This is an optimization exercise on Yosys and OpenROAD, whose aim is small area, a short achievable clock period and few clock cycles per item, not a production implementation. At most, simulation tests tie the RTL to the original design; equivalence was not proved. Power figures rest on the tool's default switching activity, not on a simulated workload.

==> flow/design.v <==
module window_line_buffer_kxk #(
  parameter int DATA_WIDTH = 32,
  parameter int K          = 3,
  parameter int MAX_WIDTH  = 64,
  parameter int CNT_W      = 8
) (
  input  logic                         clk,
  input  logic                         rst,
  input  logic                         frame_start,
  input  logic [CNT_W-1:0]             cfg_width,
  input  logic [CNT_W-1:0]             cfg_height,
  input  logic                         cfg_stride2,
  input  logic                         s_valid,
  output logic                         s_ready,
  input  logic [DATA_WIDTH-1:0]        s_data,
  output logic                         m_valid,
  input  logic                         m_ready,
  output logic [K*K*DATA_WIDTH-1:0]    m_window,
  output logic                         m_last,
  output logic                         frame_done,
  output logic                         cfg_err
);
  localparam int DW = DATA_WIDTH;
  localparam int NSEG = 6;
  logic [5:0]      r_wm1;      
  logic [7:0]      r_hm1;      
  logic            r_s2;
  logic [NSEG-1:0] r_use;      
  logic            w_cfg_ok;
  logic [7:0]      w_dly;
  logic [7:0]      w_rest;
  assign w_cfg_ok = (cfg_width >= CNT_W'(3)) && (cfg_width <= CNT_W'(64)) &&
                    (cfg_height >= CNT_W'(3));
  assign w_dly    = cfg_width - 8'd3;
  assign w_rest   = (w_dly >= 8'd30) ? (w_dly - 8'd30) : w_dly;
  always_ff @(posedge clk) begin
    if (frame_start) begin
      r_wm1 <= 6'(cfg_width - 8'd1);
      r_hm1 <= cfg_height - 8'd1;
      r_s2  <= cfg_stride2;
      r_use <= {w_dly >= 8'd30, w_rest[4:0]};
    end
  end
  logic       r_run;        
  logic       r_sready;
  logic [5:0] r_icol;
  logic [7:0] r_irow;
  logic       w_push;
  logic       w_col_last;
  logic       w_row_last;
  logic       w_emit;
  logic       w_lastwin;
  assign s_ready = r_sready;
  assign w_push  = s_valid && r_sready;
  assign w_col_last = (r_icol == r_wm1);
  assign w_row_last = (r_irow == r_hm1);
  assign w_emit     = (r_irow >= 8'd2) && (r_icol >= 6'd2) &&
                      (!r_s2 || (!r_irow[0] && !r_icol[0]));
  assign w_lastwin  = w_emit &&
      ({r_icol[5:1], r_icol[0] | r_s2} == {r_wm1[5:1], r_wm1[0] | r_s2}) &&
      ({r_irow[7:1], r_irow[0] | r_s2} == {r_hm1[7:1], r_hm1[0] | r_s2});
  always_ff @(posedge clk) begin
    if (frame_start) begin
      r_icol <= '0;
      r_irow <= '0;
    end else if (w_push) begin
      if (w_col_last) begin
        r_icol <= '0;
        r_irow <= r_irow + 8'd1;
      end else begin
        r_icol <= r_icol + 6'd1;
      end
    end
  end
  logic [DW-1:0] r_fd [2];
  logic [1:0]    r_fe;         
  logic [1:0]    r_fl;         
  logic          r_wp;
  logic          r_rp;
  logic [1:0]    r_cnt;
  logic          w_pop;
  logic [DW-1:0] w_head;
  logic [1:0]    w_cnt_n;
  logic          w_run_n;
  assign w_pop   = (r_cnt != 2'd0) && (!m_valid || m_ready);
  assign w_head  = r_fd[r_rp];
  assign w_cnt_n = r_cnt + 2'(w_push) - 2'(w_pop);
  assign w_run_n = r_run && !(w_push && w_col_last && w_row_last);
  always_ff @(posedge clk) begin
    if (w_push) begin
      r_fd[r_wp] <= s_data;
      r_fe[r_wp] <= w_emit;
      r_fl[r_wp] <= w_lastwin;
    end
  end
  always_ff @(posedge clk or posedge rst) begin
    if (rst) begin
      r_run      <= 1'b0;
      r_sready   <= 1'b0;
      r_wp       <= 1'b0;
      r_rp       <= 1'b0;
      r_cnt      <= 2'd0;
      m_valid    <= 1'b0;
      m_last     <= 1'b0;
      frame_done <= 1'b0;
      cfg_err    <= 1'b0;
    end else if (frame_start) begin
      r_run      <= w_cfg_ok;
      r_sready   <= w_cfg_ok;
      r_wp       <= 1'b0;
      r_rp       <= 1'b0;
      r_cnt      <= 2'd0;
      m_valid    <= 1'b0;
      m_last     <= 1'b0;
      frame_done <= 1'b0;
      cfg_err    <= !w_cfg_ok;
    end else begin
      r_run      <= w_run_n;
      r_sready   <= w_run_n && (w_cnt_n != 2'd2);
      r_cnt      <= w_cnt_n;
      if (w_push) r_wp <= !r_wp;
      if (w_pop)  r_rp <= !r_rp;
      frame_done <= m_valid && m_ready && m_last;
      if (w_pop) begin
        m_valid <= r_fe[r_rp];
        m_last  <= r_fl[r_rp];
      end else if (m_ready) begin
        m_valid <= 1'b0;
        m_last  <= 1'b0;
      end
    end
  end
  logic [DW-1:0] r_tap [9];
  logic [DW-1:0] w_dl_in  [2];
  logic [DW-1:0] w_dl_out [2];
  assign w_dl_in[0] = r_tap[2];
  assign w_dl_in[1] = r_tap[5];
  for (genvar l = 0; l < 2; l++) begin : g_line
    logic [DW-1:0] w_si [NSEG+1];
    assign w_si[0] = w_dl_in[l];
    for (genvar s = 0; s < NSEG; s++) begin : g_seg
      localparam int L = (s == 5) ? 30 : (1 << s);
      logic [DW-1:0] r_sr [L];
      always_ff @(posedge clk) begin
        if (w_pop) begin
          r_sr[0] <= w_si[s];
          for (int k = 1; k < L; k++) r_sr[k] <= r_sr[k-1];
        end
      end
      assign w_si[s+1] = r_use[s] ? r_sr[L-1] : w_si[s];
    end
    assign w_dl_out[l] = w_si[NSEG];
  end
  always_ff @(posedge clk) begin
    if (w_pop) begin
      r_tap[0] <= w_head;
      r_tap[1] <= r_tap[0];
      r_tap[2] <= r_tap[1];
      r_tap[3] <= w_dl_out[0];
      r_tap[4] <= r_tap[3];
      r_tap[5] <= r_tap[4];
      r_tap[6] <= w_dl_out[1];
      r_tap[7] <= r_tap[6];
      r_tap[8] <= r_tap[7];
    end
  end
  always_comb begin
    for (int q = 0; q < 9; q++) m_window[q*DW +: DW] = r_tap[8-q];
  end
endmodule
==> flow/config.mk <==
export PLATFORM = sky130hd
export DESIGN_NAME = window_line_buffer_kxk
export DESIGN_NICKNAME = window_line_buffer_kxk
export VERILOG_FILES = /design/flow/design.v
export SDC_FILE = /design/flow/constraint.sdc
export NUM_CORES = 4
export LEC_CHECK = 0
export CAP_MARGIN = 20
export CORE_MARGIN = 2
export CORE_UTILIZATION = 70
export CTS_CLUSTER_DIAMETER = 60
export CTS_CLUSTER_SIZE = 24
export PLACE_DENSITY = 0.75
export SETUP_SLACK_MARGIN = 2.9
export SLEW_MARGIN = 20
==> flow/constraint.sdc <==
create_clock -name core_clock -period 6.0 [get_ports {clk}]
set_input_delay 1.2000 -clock core_clock [delete_from_list [all_inputs] [get_ports {clk}]]
set_output_delay 1.2000 -clock core_clock [all_outputs]
set_load 0.01 [all_outputs]
standard.sh (not shown) runs the stock make flow with config.mk's settings and CLKGATE_MAP_FILE= SYNTH_SCRIPT=/design/flow/synth_recipe.tcl, a recipe that flattens the netlist after the stock synthesis.
==> flow/flow/run.sh <==
#!/bin/bash
set -uo pipefail
export BUFFER_PORTS_ARGS="-buffer_cell sky130_fd_sc_hd__buf_4"
bash standard.sh > standard_flow.log 2>&1
Testbench counts at the start, summed over its fixed seeds: cycles 95,280, items 95,003.
Change:
==> flow/run.sh (new file) <==
#!/bin/bash
# synth_recipe.tcl (not shown) runs the flow's synth.tcl, then flattens the netlist and writes it again
# the make line also repeats each setting of config.mk as NAME=value (left out here)
make -C /OpenROAD-flow-scripts/flow DESIGN_CONFIG=/design/flow/config.mk WORK_HOME=/design/flow/orfs CLKGATE_MAP_FILE= SYNTH_SCRIPT=/design/flow/synth_recipe.tcl finish
Settings changed: CORE_UTILIZATION 70 to 60, CTS_CLUSTER_DIAMETER 60 to not set, CTS_CLUSTER_SIZE 24 to not set, PLACE_DENSITY 0.75 to 0.7, SETUP_SLACK_MARGIN 2.9 to not set.
removed: flow/flow/run.sh
removed: flow/standard.sh
=>
- area after synthesis stays the same
- wire length is higher by 0.66%
- hold slack improved by 0.059 ns
- clock-buffer cell count rose by 253
- final cell count grows by 11%
- die area is higher by 17%
- total power increases by 11%
- via count goes up by 2.6%
Change:
Settings changed: CORE_UTILIZATION 60 to 70, CTS_CLUSTER_DIAMETER set to 60, CTS_CLUSTER_SIZE set to 24, PLACE_DENSITY 0.7 to 0.75, SETUP_SLACK_MARGIN set to 2.9.
Register-to-register slack gets better by 0.18 ns.
Sequential cell count is unchanged.
Routed wire length shrinks by about 1%.
Cell area is lower by about 4.6%.
Via count fell by 2.5%.
Worst setup slack gains 0.32 ns.
Change:
Settings changed: CTS_CLUSTER_DIAMETER 60 to not set, CTS_CLUSTER_SIZE 24 to not set.
Via count goes up by 6.5%; clock skew goes up by 0.024 ns; routed wire length goes up by 18%; fmax goes down by 1.0%.

* * *

== exp/xenon ==
Starts from the design.v that is shown in full above.
export LEC_CHECK = 0
export CAP_MARGIN = 20
export CORE_MARGIN = 2
export CORE_UTILIZATION = 60
export PLACE_DENSITY = 0.7
export SETUP_SLACK_MARGIN = 4.0
export SLEW_MARGIN = 20
create_clock -name core_clock -period 6.0 [get_ports {clk}]
run.sh (not shown) runs the stock make flow with config.mk's settings and CLKGATE_MAP_FILE= SYNTH_SCRIPT=/design/flow/synth_recipe.tcl, a recipe that flattens the netlist after the stock synthesis.
Stock flow here: none of the scripts above is used.
Testbench counts of exp/xenon, summed over its fixed seeds: cycles 95,280, items 95,003.
The inputs of exp/garnet differ from those of exp/xenon as listed below.
# exp/xenon
export LEC_CHECK = 0
export CAP_MARGIN = 20
export CORE_MARGIN = 2
export CORE_UTILIZATION = 60
export PLACE_DENSITY = 0.7
export SETUP_SLACK_MARGIN = 4.0
export SLEW_MARGIN = 20
create_clock -name core_clock -period 6.0 [get_ports {clk}]
# exp/garnet
export LEC_CHECK = 0
export CAP_MARGIN = 20
export CORE_MARGIN = 2
export CORE_UTILIZATION = 70
export CTS_CLUSTER_DIAMETER = 60
export CTS_CLUSTER_SIZE = 24
export PLACE_DENSITY = 0.75
export SETUP_SLACK_MARGIN = 3.3
export SLEW_MARGIN = 20
create_clock -name core_clock -period 6.0 [get_ports {clk}]
==> flow/flow/run.sh (new file) <==
#!/bin/bash
set -uo pipefail
export BUFFER_PORTS_ARGS="-buffer_cell sky130_fd_sc_hd__buf_4"
bash standard.sh > standard_flow.log 2>&1
==> flow/standard.sh (new file) <==
#!/bin/bash
# synth_recipe.tcl (not shown) runs the flow's synth.tcl, then flattens the netlist and writes it again
# the make line also repeats each setting of config.mk as NAME=value (left out here)
make -C /OpenROAD-flow-scripts/flow DESIGN_CONFIG=/design/flow/config.mk WORK_HOME=/design/flow/orfs CLKGATE_MAP_FILE= SYNTH_SCRIPT=/design/flow/synth_recipe.tcl "${@:-finish}"
removed: flow/run.sh
## What came out
exp/garnet: PASS, flow complete, no timing, DRC or antenna violations
Re count of hold-fix buffers inserted at cts: no difference whatsoever between exp/garnet and exp/xenon.
exp/garnet reports a higher fmax than exp/xenon does.
The minimum clock period of exp/garnet was superior to that of exp/xenon.
Taking exp/xenon over exp/garnet, the wire length reported by the detailed router ratio works out to 2.3.
Between exp/garnet and exp/xenon, the clock-pin slew reported for the worst setup and hold paths after clock tree synthesis figures differ only marginally.
Compared to exp/xenon, exp/garnet was floorplanned on a smaller die.
The internal power reported for exp/garnet is smaller than that of exp/xenon by about 36%.
Post-route cell area: exp/garnet better than exp/xenon
exp/garnet reports its top layer reached by signal wires as met4 while exp/xenon reports met5.

* * *

## JK
Another version of the RTL of window_line_buffer_kxk (not shown whole).
Size: ~5600 cells after synthesis, ~4300 flip-flops, roughly 140000 um2 of cells after synthesis.
==> flow/config.mk <==
export PLATFORM = sky130hd
export DESIGN_NAME = window_line_buffer_kxk
export DESIGN_NICKNAME = window_line_buffer_kxk
export VERILOG_FILES = /design/flow/design.v
export SDC_FILE = /design/flow/constraint.sdc
export NUM_CORES = 4
export LEC_CHECK = 0
export CAP_MARGIN = 20
export CORE_MARGIN = 2
export CORE_UTILIZATION = 70
export CTS_CLUSTER_DIAMETER = 50
export CTS_CLUSTER_SIZE = 20
export PLACE_DENSITY = 0.75
export SETUP_SLACK_MARGIN = 3.4
export SLEW_MARGIN = 20
==> flow/constraint.sdc <==
create_clock -name core_clock -period 6.0 [get_ports {clk}]
set_input_delay 1.2000 -clock core_clock [delete_from_list [all_inputs] [get_ports {clk}]]
set_output_delay 1.2000 -clock core_clock [all_outputs]
set_load 0.01 [all_outputs]
standard.sh (not shown) runs the stock make flow with config.mk's settings and CLKGATE_MAP_FILE= SYNTH_SCRIPT=/design/flow/synth_recipe.tcl, a recipe that flattens the netlist after the stock synthesis.
==> flow/flow/run.sh <==
#!/bin/bash
set -uo pipefail
export BUFFER_PORTS_ARGS="-buffer_cell sky130_fd_sc_hd__buf_4"
export POST_GLOBAL_PLACE_TCL="$PWD/flow/outbuf.tcl"
bash standard.sh > standard_flow.log 2>&1
==> flow/flow/outbuf.tcl <==
# Move each output port's buffer onto its driving cell (usually the register
# behind the port), so that the register drives only a short wire and the
# buffer drives the long wire to the pin. Detailed placement legalizes it.
set block [ord::get_db_block]
set moved 0
foreach bterm [$block getBTerms] {
  if {[$bterm getIoType] ne "OUTPUT"} { continue }
  set net [$bterm getNet]
  if {$net eq "NULL"} { continue }
  set buf ""
  foreach iterm [$net getITerms] {
    if {[$iterm isOutputSignal]} { set buf [$iterm getInst] }
  }
  if {$buf eq ""} { continue }
  set innet ""
  foreach iterm [$buf getITerms] {
    if {[$iterm isInputSignal] && [$iterm getNet] ne "NULL"} { set innet [$iterm getNet] }
  }
  if {$innet eq ""} { continue }
  set drv ""
  foreach iterm [$innet getITerms] {
    if {[$iterm isOutputSignal]} { set drv [$iterm getInst] }
  }
  if {$drv eq ""} { continue }
  set loc [$drv getLocation]
  $buf setLocation [lindex $loc 0] [lindex $loc 1]
  incr moved
}
puts "outbuf.tcl: moved $moved output buffers next to their drivers"
--- input diff JK..MS ---
- a change of CTS_CLUSTER_DIAMETER from 50 to 60
- a change of CTS_CLUSTER_SIZE from 20 to 24
==> run notes <==
MS against JK; area of all placed cells without fillers is down slightly. The relative area of clock buffers and inverters in the final design reported for MS is smaller than that of JK by 1.6 points. Taking JK as the reference, in MS multi-input gate share of the layout cell area was more or less identical, xor-xnor portion of the synthesized cell area ~0 delta, wire length of the first global-routing pass now sits lower. Run comparison: MS timing startpoint of the critical path r_tap[1][12]; JK timing startpoint of the critical path r_tap[4][21]. In MS relative to JK, wire length had gone down by a little under 10%.
No functional check of the RTL was part of any run of this note.

* * *

## rev 12
Another version of the RTL of window_line_buffer_kxk (not shown whole).
For scale: about 5200 cells after synthesis, ~4300 flip-flops, ~0.14 mm² of cells after synthesis.
Settings: LEC_CHECK=0, CAP_MARGIN=20, CORE_MARGIN=2, CORE_UTILIZATION=80, CTS_CLUSTER_DIAMETER=60, CTS_CLUSTER_SIZE=24, PLACE_DENSITY=0.85, SETUP_SLACK_MARGIN=3.4, SLEW_MARGIN=20; clock period 6.0 ns.
==> flow/flow/run.sh <==
#!/bin/bash
set -uo pipefail
export BUFFER_PORTS_ARGS="-buffer_cell sky130_fd_sc_hd__buf_4"
bash standard.sh > standard_flow.log 2>&1
Rev 12 got as far as clock tree synthesis (4_1_cts), where a tool error ended the run.
[inputs] rev 13 vs rev 12
Settings: SETUP_SLACK_MARGIN now 3.3, was 3.4; PLACE_DENSITY now 0.75, was 0.85; CORE_UTILIZATION now 70, was 80.
[summary]
Rev 12 → rev 13: horizontal die dimension +about 7%, die height +6.8%.
Post-placement cell area is higher on rev 13
Clock buffer count from CTS delta for rev 13 relative to rev 12: about 3.4% higher
Rev 13 did not stop at any stage, and its layout met the timing, DRC and antenna checks.
Function was not checked in any run of this note: the RTL went through the layout flow alone.

* * *

Another version of the RTL of window_line_buffer_kxk (not shown whole).
Size in the first run: about 5300 cells after synthesis, ~4300 flip-flops, about 140000 um^2 of cells after synthesis.
==> flow/config.mk <==
export PLATFORM = sky130hd
export DESIGN_NAME = window_line_buffer_kxk
export DESIGN_NICKNAME = window_line_buffer_kxk
export VERILOG_FILES = /design/flow/design.v
export SDC_FILE = /design/flow/constraint.sdc
export NUM_CORES = 4
export LEC_CHECK = 0
export CAP_MARGIN = 20
export CORE_MARGIN = 2
export CORE_UTILIZATION = 70
export CTS_CLUSTER_DIAMETER = 60
export CTS_CLUSTER_SIZE = 24
export PLACE_DENSITY = 0.75
export SETUP_SLACK_MARGIN = 3.4
export SLEW_MARGIN = 20
==> flow/constraint.sdc <==
create_clock -name core_clock -period 6.0 [get_ports {clk}]
set_input_delay 1.2000 -clock core_clock [delete_from_list [all_inputs] [get_ports {clk}]]
set_output_delay 1.2000 -clock core_clock [all_outputs]
set_load 0.01 [all_outputs]
==> flow/flow/run.sh <==
#!/bin/bash
set -uo pipefail
export BUFFER_PORTS_ARGS="-buffer_cell sky130_fd_sc_hd__buf_4"
export POST_GLOBAL_PLACE_TCL="$PWD/flow/outbuf.tcl"
export CTS_ARGS="-sink_clustering_enable -repair_clock_nets -sink_clustering_size 24 -sink_clustering_max_diameter 60 -dont_use_dummy_load"
bash standard.sh > standard_flow.log 2>&1
Scripts as last shown in full above: flow/flow/outbuf.tcl
Testbench counts at the start, summed over its fixed seeds: cycles 95,280, items 95,003.
Edit:
==> flow/flow/run.sh (replaced) <==
#!/bin/bash
set -uo pipefail
export BUFFER_PORTS_ARGS="-buffer_cell sky130_fd_sc_hd__buf_4"
export POST_GLOBAL_PLACE_TCL="$PWD/flow/outbuf.tcl"
export CTS_ARGS="-sink_clustering_enable -repair_clock_nets -sink_clustering_size 18 -sink_clustering_max_diameter 50 -dont_use_dummy_load -sink_clustering_buffer sky130_fd_sc_hd__clkbuf_8"
bash standard.sh > standard_flow.log 2>&1
Register-to-register slack improves by 0.06 ns.
Synthesized cell count is unchanged.
Sequential power came out lower by about 0.7%.
Fmax decreases by 2.1%.
Design area came out lower by 0.40%.
Setup slack loses 0.057 ns.
Wire length fell by 5.6%.
Area after synthesis does not change.
Global-route usage came out lower by 1.1 points.
Critical path depth stays the same.
Die area stays the same.

static timing again, ports no longer ideal:
In the flow no input, the clock included, has a driving cell. The finished layouts below were timed again as built, in two steps. Step 1 sets driving cells, clkbuf_16 on the clock port and buf_2 on the other inputs (assumed; they add their load-dependent delay and slew). Step 2 also shifts input and output timing later by t, the mid clock arrival at the registers, as if the neighbouring blocks saw the same clock. Slacks: no drivers / after step 1 / after step 2; pairs: no drivers / after step 1.
run | t, ns | slack for setup (ns) | slew at the worst register clock pin (ns)
the first run of note 1 | 0.944 | 3.072 / 3.051 / 2.418 | 0.10 / 0.10
the second run of note 1 | 1.037 | 2.667 / 2.580 / 1.901 | 0.07 / 0.07
the third run of note 1 | 0.936 | 2.990 / 2.907 / 2.201 | 0.11 / 0.11
the fourth run of note 1 | 1.033 | 2.959 / 2.871 / 2.090 | 0.10 / 0.10
exp/xenon | 1.137 | 2.518 / 2.500 / 1.368 | 0.09 / 0.09
exp/garnet | 0.953 | 3.190 / 3.097 / 2.479 | 0.11 / 0.11
JK | 0.999 | 3.206 / 3.115 / 2.471 | 0.10 / 0.10
MS | 0.941 | 3.291 / 3.205 / 2.462 | 0.11 / 0.11
rev 13 | 0.953 | 3.162 / 3.076 / 2.744 | 0.11 / 0.11
the first run of note 5 | 0.912 | 3.317 / 3.224 / 2.611 | 0.10 / 0.10
the second run of note 5 | 0.965 | 3.259 / 3.171 / 2.638 | 0.12 / 0.12
After both steps every run listed still meets setup and hold. For exp/xenon, which loses most, drivers alone change the setup slack by -0.018 ns; drivers and shift together by -1.150 ns.
